Source: an optimization exercise on an open RTL-to-GDS flow (aim: small area, a short achievable clock period and few clock cycles per item). Production flows keep margins and buffers that such runs may drop.
Function was checked by simulation only, so behaviour that the tests miss may differ from the original.

== old ==
==> flow/design.v <==
package rled_pkg;
	typedef enum logic [1:0] {
		CMD_RUN    = 2'd0,
		CMD_COMMIT = 2'd1,
		CMD_READ   = 2'd2,
		CMD_NONE   = 2'd3
	} cmd_code_t;
	typedef struct packed {
		logic [89:0] wr;       
		logic [23:0] color;
		logic        copy;     
		logic [89:0] rd_sel;   
	} apply_t;
endpackage
module rled_ctrl
#(
	parameter int PIXEL_COUNT = 90
) (
	input  logic       clk,
	input  logic       arst_n,
	input  logic       start,
	output logic       busy,
	input  logic [1:0] cmd,
	input  logic [7:0] run_length,
	input  logic [7:0] red_in,
	input  logic [7:0] green_in,
	input  logic [7:0] blue_in,
	input  logic       last_record,
	input  logic [6:0] read_index,
	output rled_pkg::apply_t op,
	output logic       op_v,
	output logic [6:0] fp,
	output logic       ovf
);
	localparam logic [8:0] FP_END = 9'(PIXEL_COUNT);
	logic        ready_q;
	logic        take;
	logic [6:0]  fp_q;
	logic        ovf_q;
	logic        stop_q;
	logic        v1;
	logic        go1;
	logic        copy1;
	logic        rd1;
	logic [6:0]  lo1;
	logic [6:0]  hi1;
	logic [23:0] col1;
	logic [6:0]  idx1;
	logic [6:0]  fp2;
	logic        ovf2;
	logic        clr_a;
	logic        clr_b;
	logic [8:0]  sum;
	logic        go;
	logic        over;
	logic [6:0]  hi;
	assign busy = !ready_q;
	assign take = start && ready_q;
	always_ff @(posedge clk or negedge arst_n) begin
		if (!arst_n) begin
			ready_q <= 1'b0;
		end else begin
			ready_q <= 1'b1;
		end
	end
	assign sum  = 9'(fp_q) + 9'(run_length);
	assign go   = take && (cmd == rled_pkg::CMD_RUN) && !stop_q && (run_length != 8'd0);
	assign over = (sum > FP_END);
	assign hi   = over ? 7'(PIXEL_COUNT) : sum[6:0];
	always_ff @(posedge clk or negedge arst_n) begin
		if (!arst_n) begin
			fp_q   <= '0;
			ovf_q  <= 1'b0;
			stop_q <= 1'b0;
		end else if (take) begin
			case (cmd)
				rled_pkg::CMD_RUN: begin
					if (stop_q) begin
						if (last_record) begin
							stop_q <= 1'b0;
						end
					end else if (run_length == 8'd0) begin
						stop_q <= !last_record;
					end else begin
						fp_q <= hi;
						if (over) begin
							ovf_q <= 1'b1;
						end
					end
				end
				rled_pkg::CMD_COMMIT: begin
					fp_q   <= '0;
					ovf_q  <= 1'b0;
					stop_q <= 1'b0;
				end
				default: begin
				end
			endcase
		end
	end
	always_ff @(posedge clk or negedge arst_n) begin
		if (!arst_n) begin
			v1    <= 1'b0;
			go1   <= 1'b1;
			copy1 <= 1'b0;
			rd1   <= 1'b0;
			lo1   <= '0;
			hi1   <= 7'(PIXEL_COUNT);
			col1  <= '0;
			clr_a <= 1'b1;
			clr_b <= 1'b0;
		end else begin
			v1    <= take;
			go1   <= go;
			copy1 <= take && (cmd == rled_pkg::CMD_COMMIT);
			rd1   <= take && (cmd == rled_pkg::CMD_READ);
			lo1   <= fp_q;
			hi1   <= hi;
			col1  <= {red_in, green_in, blue_in};
			clr_a <= 1'b0;
			clr_b <= clr_a;
		end
	end
	always_ff @(posedge clk) begin
		idx1 <= read_index;
	end
	always_ff @(posedge clk or negedge arst_n) begin
		if (!arst_n) begin
			op.copy <= 1'b0;
			op_v    <= 1'b0;
		end else begin
			op.copy <= copy1 || clr_b;
			op_v    <= v1;
		end
	end
	always_ff @(posedge clk) begin
		for (int i = 0; i < PIXEL_COUNT; i++) begin
			op.wr[i] <= go1 && (7'(i) >= lo1) && (7'(i) < hi1);
		end
		op.color <= col1;
	end
	always_ff @(posedge clk) begin
		for (int i = 0; i < PIXEL_COUNT; i++) begin
			op.rd_sel[i] <= rd1 && (idx1 == 7'(i));
		end
		fp2  <= fp_q;
		ovf2 <= ovf_q;
	end
	assign fp       = fp2;
	assign ovf      = ovf2;
endmodule
module rled_dp
#(
	parameter int PIXEL_COUNT = 90
) (
	input  logic       clk,
	input  logic       arst_n,
	input  rled_pkg::apply_t op,
	input  logic       op_v,
	input  logic [6:0] fp,
	input  logic       ovf,
	output logic       done,
	output logic [7:0] red_out,
	output logic [7:0] green_out,
	output logic [7:0] blue_out,
	output logic [6:0] fill_position,
	output logic       overflow
);
	logic [23:0] stg_mem  [PIXEL_COUNT];
	logic [23:0] disp_mem [PIXEL_COUNT];
	localparam int GROUPS = 3;
	localparam int GSIZE  = (PIXEL_COUNT + GROUPS - 1) / GROUPS;
	logic        done_q;
	logic        done_s;
	logic [GROUPS-1:0][23:0] rd_part;
	logic [GROUPS-1:0][23:0] rd_part_d;
	logic [23:0] rd_q;
	logic [6:0]  fill_s;
	logic        ovf_s;
	logic [6:0]  fill_q;
	logic        ovf_q;
	logic [23:0] rd_d;
	always_comb begin
		for (int g = 0; g < GROUPS; g++) begin
			rd_part_d[g] = '0;
			for (int i = g * GSIZE; i < (g + 1) * GSIZE && i < PIXEL_COUNT; i++) begin
				rd_part_d[g] = rd_part_d[g] | ({24{op.rd_sel[i]}} & disp_mem[i]);
			end
		end
	end
	always_comb begin
		rd_d = '0;
		for (int g = 0; g < GROUPS; g++) begin
			rd_d = rd_d | rd_part[g];
		end
	end
	always_ff @(posedge clk) begin
		for (int i = 0; i < PIXEL_COUNT; i++) begin
			if (op.wr[i]) begin
				stg_mem[i] <= op.color;
			end
			if (op.copy) begin
				disp_mem[i] <= stg_mem[i];
			end
		end
		rd_part <= rd_part_d;
		fill_s  <= fp;
		ovf_s   <= ovf;
		rd_q    <= rd_d;
		fill_q  <= fill_s;
		ovf_q   <= ovf_s;
	end
	always_ff @(posedge clk or negedge arst_n) begin
		if (!arst_n) begin
			done_s <= 1'b0;
			done_q <= 1'b0;
		end else begin
			done_s <= op_v;
			done_q <= done_s;
		end
	end
	assign done          = done_q;
	assign red_out       = rd_q[23:16];
	assign green_out     = rd_q[15:8];
	assign blue_out      = rd_q[7:0];
	assign fill_position = fill_q;
	assign overflow      = ovf_q;
endmodule
module rle_led_frame_decoder
#(
	parameter int PIXEL_COUNT = 90
) (
	input  logic       clk,
	input  logic       arst_n,
	input  logic       start,
	output logic       busy,
	input  logic [1:0] cmd,
	input  logic [7:0] run_length,
	input  logic [7:0] red_in,
	input  logic [7:0] green_in,
	input  logic [7:0] blue_in,
	input  logic       last_record,
	input  logic [6:0] read_index,
	output logic       done,
	output logic [7:0] red_out,
	output logic [7:0] green_out,
	output logic [7:0] blue_out,
	output logic [6:0] fill_position,
	output logic       overflow
);
	rled_pkg::apply_t op;
	logic             op_v;
	logic [6:0]       fp;
	logic             ovf;
	rled_ctrl #(
		.PIXEL_COUNT (PIXEL_COUNT)
	) u_ctrl (
		.clk         (clk),
		.arst_n      (arst_n),
		.start       (start),
		.busy        (busy),
		.cmd         (cmd),
		.run_length  (run_length),
		.red_in      (red_in),
		.green_in    (green_in),
		.blue_in     (blue_in),
		.last_record (last_record),
		.read_index  (read_index),
		.op          (op),
		.op_v        (op_v),
		.fp          (fp),
		.ovf         (ovf)
	);
	rled_dp #(
		.PIXEL_COUNT (PIXEL_COUNT)
	) u_dp (
		.clk           (clk),
		.arst_n        (arst_n),
		.op            (op),
		.op_v          (op_v),
		.fp            (fp),
		.ovf           (ovf),
		.done          (done),
		.red_out       (red_out),
		.green_out     (green_out),
		.blue_out      (blue_out),
		.fill_position (fill_position),
		.overflow      (overflow)
	);
endmodule
export LEC_CHECK = 0
export CAP_MARGIN = 20
export CORE_MARGIN = 2
export CORE_UTILIZATION = 70
export CTS_CLUSTER_DIAMETER = 100
export CTS_CLUSTER_SIZE = 25
export SETUP_SLACK_MARGIN = 3.4
export SLEW_MARGIN = 20
export SYNTH_MEMORY_MAX_BITS = 8192
create_clock -name core_clock -period 6.0 [get_ports {clk}]
standard.sh (not shown) runs the stock make flow with config.mk's settings and CLKGATE_MAP_FILE= SYNTH_SCRIPT=/design/flow/synth_recipe.tcl, a recipe that flattens the netlist after the stock synthesis.
==> flow/flow/run.sh <==
#!/bin/bash
# The standard layout, except that the input and output ports are
# buffered with buf_4 cells instead of the delay cells buffer_ports picks
# on its own (a delay cell on every output adds ~0.2 ns to each output path).
set -euo pipefail
bash standard.sh "BUFFER_PORTS_ARGS=-buffer_cell sky130_fd_sc_hd__buf_4" finish > standard.log 2>&1
Testbench counts of old, summed over its fixed seeds: cycles 24,032, items 24,000.
Relative to old, the following input files were edited for new:
diff --git a/flow/config.mk b/flow/config.mk
--- a/flow/config.mk
+++ b/flow/config.mk
@@ -8,5 +8,5 @@
 export CAP_MARGIN = 20
 export CORE_MARGIN = 2
-export CORE_UTILIZATION = 70
+export CORE_UTILIZATION = 74
 export CTS_CLUSTER_DIAMETER = 100
 export CTS_CLUSTER_SIZE = 25
Findings:
Compared to old, new has DRC violation total after the first TritonRoute iteration 2111 higher. new vs old, critical path launch point: u_dp.rd_q[6] vs u_dp.rd_q[10]. old → new: final worst hold slack shows an increase of 0.18 ns; sequential portion of the cell area roughly the same; share of final layout cell area taken by clock buffers and inverters stayed essentially flat.

what the ideal ports hide:
The flow's constraints put no driver on any port. The routed layouts listed below were extracted and timed again, unchanged, in two steps. Step 1: set_driving_cell puts a clkbuf_16 on clk and a buf_2 on each other input, an assumption about the parent block. Step 2 times the ports against the registers' clock, not the clock port: input delays grow and output delays shrink by t, the midpoint of the rising clock arrivals with the driver on. a / b / c = ideal ports / drivers / drivers and shift; a / b = the first two.
run | t, ns | setup slack, ns | latest minus earliest clock arrival (ns)
old | 0.982 | 3.385 / 3.288 / 2.499 | 0.045 / 0.044
new | 1.000 | 3.346 / 3.246 / 2.513 | 0.044 / 0.044
After both steps setup and hold are still met in every run listed. The setup slack of old, which loses most, moves by -0.097 ns with the drivers and by -0.886 ns with both steps.
